This design comes from an exercise in tuning for small area on the open sky130 flow, not from production work. In this exercise RTL edits were held to simulation tests only and were not proved equivalent to the original. No activity file was given, so power comes from the tool's default toggle rates.

==> module mips_cpu, before the edit <==
module mips_cpu (
    input  wire logic                        clk,
    input  wire logic                        clk_en,
    input  wire logic                        reset,
    input  wire logic [32-1:0] r_data,    
    output logic                             wr_en,
    output logic [32-1:0]      mem_addr,
    output logic [32-1:0]      w_data
);
    mips_pkg::state_t      st;
    logic [4:0]  ph;
    logic        pol;
    logic [31:1] rf_q;        
    logic        pc_q;        
    logic [9:0]  mar;         
    logic [31:0] wd;          
    logic        c;           
    logic        cp;          
    logic        flag;        
    logic        x1, x2;      
    logic [5:0] op;
    logic [4:0] rs, rt, rd;
    assign op = r_data[31:26];
    assign rs = r_data[25:21];
    assign rt = r_data[20:16];
    assign rd = r_data[15:11];
    logic is_r, is_j, is_beq, is_bne, is_addi, is_lw, is_sw;
    assign is_r    = (op == mips_pkg::OP_R);
    assign is_j    = (op == mips_pkg::OP_J);
    assign is_beq  = (op == mips_pkg::OP_BEQ);
    assign is_bne  = (op == mips_pkg::OP_BNE);
    assign is_addi = (op == mips_pkg::OP_ADDI);
    assign is_lw   = (op == mips_pkg::OP_LW);
    assign is_sw   = (op == mips_pkg::OP_SW);
    logic s_boot, s_d, s_ex, s_slt, s_br, s_swl, s_sws, s_lw, s_pc, s_pcs;
    assign s_boot = (st == mips_pkg::st_boot);
    assign s_d    = (st == mips_pkg::st_d);
    assign s_ex   = (st == mips_pkg::st_ex);
    assign s_slt  = (st == mips_pkg::st_slt);
    assign s_br   = (st == mips_pkg::st_br);
    assign s_swl  = (st == mips_pkg::st_swl);
    assign s_sws  = (st == mips_pkg::st_sws);
    assign s_lw   = (st == mips_pkg::st_lw);
    assign s_pc   = (st == mips_pkg::st_pc);
    assign s_pcs  = (st == mips_pkg::st_pcs);
    logic ph0, ph2, last, av;
    assign ph0  = (ph == 5'd0);
    assign ph2  = (ph == 5'd2);
    assign last = (ph == 5'd31);
    assign av   = (ph >= 5'd2) && (ph <= 5'd11);   
    logic sx, raw, xb;
    assign sx  = !(s_lw || is_j);
    mux32 raw_mux (.d(r_data), .s(ph), .y(raw));
    assign xb  = (sx && ph[4]) ? r_data[15] : raw;
    logic a, b, pv;
    logic pq;
    mux32 rd_mux (.d({rf_q, pol}), .s(s_ex ? rt : rs), .y(pq));
    assign pv = pq ^ pol;
    assign a  = s_ex ? wd[0] : pv;
    assign b  = pv;
    logic pc0;
    assign pc0 = pc_q ^ pol;
    logic sub, bo, cin, sum, cout, res, less, eqb;
    assign sub  = is_r && r_data[1];
    assign bo   = (is_r ? b : xb) ^ sub;
    assign cin  = ph0 ? sub : c;
    assign sum  = a ^ bo ^ cin;
    assign cout = (a & bo) | (a & cin) | (bo & cin);
    assign res  = (is_r && r_data[2]) ? (r_data[0] ? (a | b) : (a & b)) : sum;
    assign less = (a ^ b) ? a : sum;
    assign eqb  = !(a ^ b) && (ph0 || flag);
    logic pa, pb, pcin, psum, pcout, pc_in;
    assign pa    = (s_swl || s_sws) ? mar[0] : pc0;
    assign pb    = s_br && x2;
    assign pcin  = ph2 ? !s_br : cp;
    assign psum  = pa ^ pb ^ pcin;
    assign pcout = (pa & pb) | (pa & pcin) | (pb & pcin);
    always_comb begin
        if (s_boot) pc_in = 1'b0;
        else if (s_d && (is_lw || is_sw)) pc_in = sum;             
        else if (s_d && is_j) pc_in = x2;                          
        else if (s_d || s_br || s_swl || s_sws) pc_in = psum;
        else pc_in = pc0;
    end
    logic       we, wb;
    logic [4:0] wa;
    assign we = (s_ex && is_r && !r_data[3]) || (s_d && is_addi) || s_slt || s_lw;
    assign wa = s_lw ? wd[20:16] : (is_r ? rd : rt);
    assign wb = s_lw ? xb : (s_slt ? (ph0 && flag) : res);
    mips_pkg::state_t nx;
    always_comb begin
        nx = mips_pkg::st_pc;
        case (st)
            mips_pkg::st_boot: nx = mips_pkg::st_d;
            mips_pkg::st_d: begin
                if (is_r || is_beq || is_bne || is_sw) nx = mips_pkg::st_ex;
                else if (is_lw) nx = mips_pkg::st_swl;
                else nx = mips_pkg::st_pc;
            end
            mips_pkg::st_ex: begin
                if (is_r && r_data[3]) nx = mips_pkg::st_slt;
                else if (is_sw) nx = mips_pkg::st_sws;
                else if ((is_beq && eqb) || (is_bne && !eqb)) nx = mips_pkg::st_br;
                else nx = mips_pkg::st_pc;
            end
            mips_pkg::st_swl: nx = mips_pkg::st_lw;
            mips_pkg::st_sws: nx = mips_pkg::st_pcs;
            mips_pkg::st_pc, mips_pkg::st_pcs: nx = mips_pkg::st_d;
            default: nx = mips_pkg::st_pc;
        endcase
    end
    always_ff @(posedge clk) begin
        if (reset) begin
            st <= mips_pkg::st_boot;
            ph <= 5'd0;
        end else if (clk_en) begin
            ph <= ph + 5'd1;
            if (last) st <= nx;
        end
    end
    always_ff @(posedge clk) begin
        pol <= reset ? 1'b0 : !pol;
    end
    logic [3:0]  dl_n;
    logic [7:0]  dh_n;
    logic [31:1] wsel, rot;
    always_comb begin
        for (int k = 0; k < 4; k++) dl_n[k] = (wa[1:0] != 2'(k));
        for (int k = 0; k < 8; k++) dh_n[k] = !(clk_en && we && (wa[4:2] == 3'(k)));
    end
    for (genvar i = 1; i < 32; i++) begin : g_row
        row_sel rs_i (
            .dl_n(dl_n[i % 4]), .dh_n(dh_n[i / 4]), .sh_n(!clk_en),
            .wsel(wsel[i]), .rot(rot[i])
        );
    end
    logic pc_sh;
    assign pc_sh = clk_en && av;
    gpr_file rf_inst (
        .clk(clk), .sh(clk_en), .sh_n(!clk_en), .wsel(wsel), .rot(rot), .wd(wb ^ pol), .q(rf_q)
    );
    pol_shift #(.N(10), .W(1)) pc_inst (
        .clk(clk), .sh(pc_sh), .sh_n(!pc_sh), .d(pc_in ^ pol), .q(pc_q)
    );
    logic mar_sh, wd_sh;
    assign mar_sh = clk_en && av && (s_boot || s_swl || s_sws || s_pc || s_pcs);
    assign wd_sh  = clk_en && (s_d || s_ex);
    hold_shift #(.N(10)) mar_inst (
        .clk(clk), .sh(mar_sh), .sh_n(!mar_sh), .d(s_boot ? 1'b0 : pc0), .q(mar)
    );
    hold_shift #(.N(32)) wd_inst (
        .clk(clk), .sh(wd_sh), .sh_n(!wd_sh), .d(s_d ? (is_lw ? raw : pv) : (is_sw ? pv : wd[0])), .q(wd)
    );
    always_ff @(posedge clk) begin
        if (clk_en) begin
            c <= cout;
            if (s_ex) flag <= (is_r && r_data[3]) ? less : eqb;
            cp <= pcout;
            x1 <= xb;
            x2 <= x1;
        end
    end
    assign mem_addr = {20'd0, mar, 2'b00};
    assign w_data   = wd;
    assign wr_en    = clk_en && s_pcs && ph0;
endmodule
==> module hold_shift, before the edit <==
module hold_shift #(
    parameter int N = 32
) (
    input  wire logic         clk,
    input  wire logic         sh,
    input  wire logic         sh_n,
    input  wire logic         d,
    output logic [N-1:0]      q
);
    always_ff @(posedge clk) begin
        q <= ({N{sh_n}} | {d, q[N-1:1]}) & ({N{sh}} | q);
    end
endmodule
==> flow/config.mk <==
export PLATFORM = sky130hd
export DESIGN_NAME = mips_cpu
export DESIGN_NICKNAME = mips_cpu
export VERILOG_FILES = /design/flow/design.v
export SDC_FILE = /design/flow/constraint.sdc
export NUM_CORES = 4
export LEC_CHECK = 0
export CAP_MARGIN = 20
export CORE_MARGIN = 2
export CORE_UTILIZATION = 70
export SLEW_MARGIN = 20
export SYNTH_HIERARCHICAL = 1
==> flow/constraint.sdc <==
create_clock -name core_clock -period 10.0 [get_ports {clk}]
set_input_delay 2.0000 -clock core_clock [delete_from_list [all_inputs] [get_ports {clk}]]
set_output_delay 2.0000 -clock core_clock [all_outputs]
set_load 0.01 [all_outputs]
standard.sh (not shown) runs the stock make flow with config.mk's settings and CLKGATE_MAP_FILE= SYNTH_SCRIPT=/design/flow/synth_recipe.tcl, a recipe that flattens the netlist after the stock synthesis.
==> flow/flow/run.sh <==
#!/bin/bash
# The standard layout, with buf_1 port buffers and a clock tree of up to 20-sink
# clkbuf_8 leaf clusters without dummy loads. standard.sh's output goes to
# standard.log; ORFS keeps each tool's log under orfs/logs. Tie cells are
# not split per load (SKIP_REPAIR_TIE_FANOUT).
export BUFFER_PORTS_ARGS="-buffer_cell sky130_fd_sc_hd__buf_1"
export CTS_ARGS="-sink_clustering_enable -repair_clock_nets -dont_use_dummy_load -buf_list sky130_fd_sc_hd__clkbuf_8 -sink_clustering_size 20 -sink_clustering_max_diameter 70"
export SKIP_REPAIR_TIE_FANOUT=1
bash standard.sh > standard.log 2>&1
Change:
--- a/flow/design.v
+++ b/flow/design.v
@@ -43,7 +43,6 @@
     logic        c;           
     logic        cp;          
     logic        flag;        
-    logic        x1, x2;      
     logic [5:0] op;
     logic [4:0] rs, rt, rd;
     assign op = r_data[31:26];
@@ -69,15 +68,14 @@
     assign s_lw   = (st == mips_pkg::st_lw);
     assign s_pc   = (st == mips_pkg::st_pc);
     assign s_pcs  = (st == mips_pkg::st_pcs);
-    logic ph0, ph2, last, av;
+    logic ph0, last, mem_d, av;
     assign ph0  = (ph == 5'd0);
-    assign ph2  = (ph == 5'd2);
     assign last = (ph == 5'd31);
-    assign av   = (ph >= 5'd2) && (ph <= 5'd11);   
-    logic sx, raw, xb;
-    assign sx  = !(s_lw || is_j);
+    assign mem_d = s_d && (is_lw || is_sw);
+    assign av    = mem_d ? ((ph >= 5'd2) && (ph <= 5'd11)) : (ph <= 5'd9);
+    logic raw, xb;
     mux32 raw_mux (.d(r_data), .s(ph), .y(raw));
-    assign xb  = (sx && ph[4]) ? r_data[15] : raw;
+    assign xb  = ph[4] ? r_data[15] : raw;   
     logic a, b, pv;
     logic pq;
     mux32 rd_mux (.d({rf_q, pol}), .s(s_ex ? rt : rs), .y(pq));
@@ -97,14 +95,14 @@
     assign eqb  = !(a ^ b) && (ph0 || flag);
     logic pa, pb, pcin, psum, pcout, pc_in;
     assign pa    = (s_swl || s_sws) ? mar[0] : pc0;
-    assign pb    = s_br && x2;
-    assign pcin  = ph2 ? !s_br : cp;
+    assign pb    = s_br && raw;
+    assign pcin  = ph0 ? !s_br : cp;
     assign psum  = pa ^ pb ^ pcin;
     assign pcout = (pa & pb) | (pa & pcin) | (pb & pcin);
     always_comb begin
         if (s_boot) pc_in = 1'b0;
-        else if (s_d && (is_lw || is_sw)) pc_in = sum;             
-        else if (s_d && is_j) pc_in = x2;                          
+        else if (mem_d) pc_in = sum;                               
+        else if (s_d && is_j) pc_in = raw;                         
         else if (s_d || s_br || s_swl || s_sws) pc_in = psum;
         else pc_in = pc0;
     end
@@ -112,7 +110,7 @@
     logic [4:0] wa;
     assign we = (s_ex && is_r && !r_data[3]) || (s_d && is_addi) || s_slt || s_lw;
     assign wa = s_lw ? wd[20:16] : (is_r ? rd : rt);
-    assign wb = s_lw ? xb : (s_slt ? (ph0 && flag) : res);
+    assign wb = s_lw ? raw : (s_slt ? (ph0 && flag) : res);
     mips_pkg::state_t nx;
     always_comb begin
         nx = mips_pkg::st_pc;
@@ -182,8 +180,6 @@
             c <= cout;
             if (s_ex) flag <= (is_r && r_data[3]) ? less : eqb;
             cp <= pcout;
-            x1 <= xb;
-            x2 <= x1;
         end
     end
     assign mem_addr = {20'd0, mar, 2'b00};
@@ -220,9 +216,22 @@
     input  wire logic         d,
     output logic [N-1:0]      q
 );
-    always_ff @(posedge clk) begin
-        q <= ({N{sh_n}} | {d, q[N-1:1]}) & ({N{sh}} | q);
-    end
+    logic [N-1:0] nx;
+    for (genvar i = 0; i < N; i++) begin : g_bit
+        hold_bit hb (.sh(sh), .sh_n(sh_n), .d(i == N - 1 ? d : q[(i + 1) % N]), .q(q[i]), .y(nx[i]));
+    end
+    always_ff @(posedge clk) begin
+        q <= nx;
+    end
+endmodule
+module hold_bit (
+    input  wire logic sh,
+    input  wire logic sh_n,
+    input  wire logic d,
+    input  wire logic q,
+    output logic      y
+);
+    assign y = (sh_n || d) && (sh || q);
 endmodule
 `default_nettype wire
 module gpr_file (
After rerunning: The changed run finished clean; final area barely changes; total power is lower slightly; worst setup slack gets better by 0.51 ns; global-route usage is lower by 0.30 points; final cell count is lower slightly; wire length is lower slightly; die area is lower slightly; fmax is higher by a little under a tenth; clock power hardly moves.

==> separate check: timing with driven ports <==
The results above use ideal ports. As a check the final layouts listed here were re-extracted and re-timed, cells and wires unchanged.
Step 1 assumes that a clkbuf_16 drives the clock port and a buf_2 every other input.
Step 2 moves the port delays by t, midway between the first and last clock arrival at a register: inputs arrive t later, outputs are due t later. That takes back most of the time a late clock gives input paths.
Slacks: no drivers / after step 1 / after step 2; pairs: no drivers / after step 1.
| run | t (ns) | setup WS [ns] | latest minus earliest clock arrival (ns) |
|---|---|---|---|
| the first run | 0.714 | 3.742 / 3.771 / 3.057 | 0.072 / 0.072 |
| the second run | 0.708 | 4.248 / 4.279 / 3.572 | 0.101 / 0.101 |
After both steps every run listed still meets setup and hold. The setup slack of the first run, which loses most, moves by +0.029 ns with the drivers and by -0.685 ns with both steps.
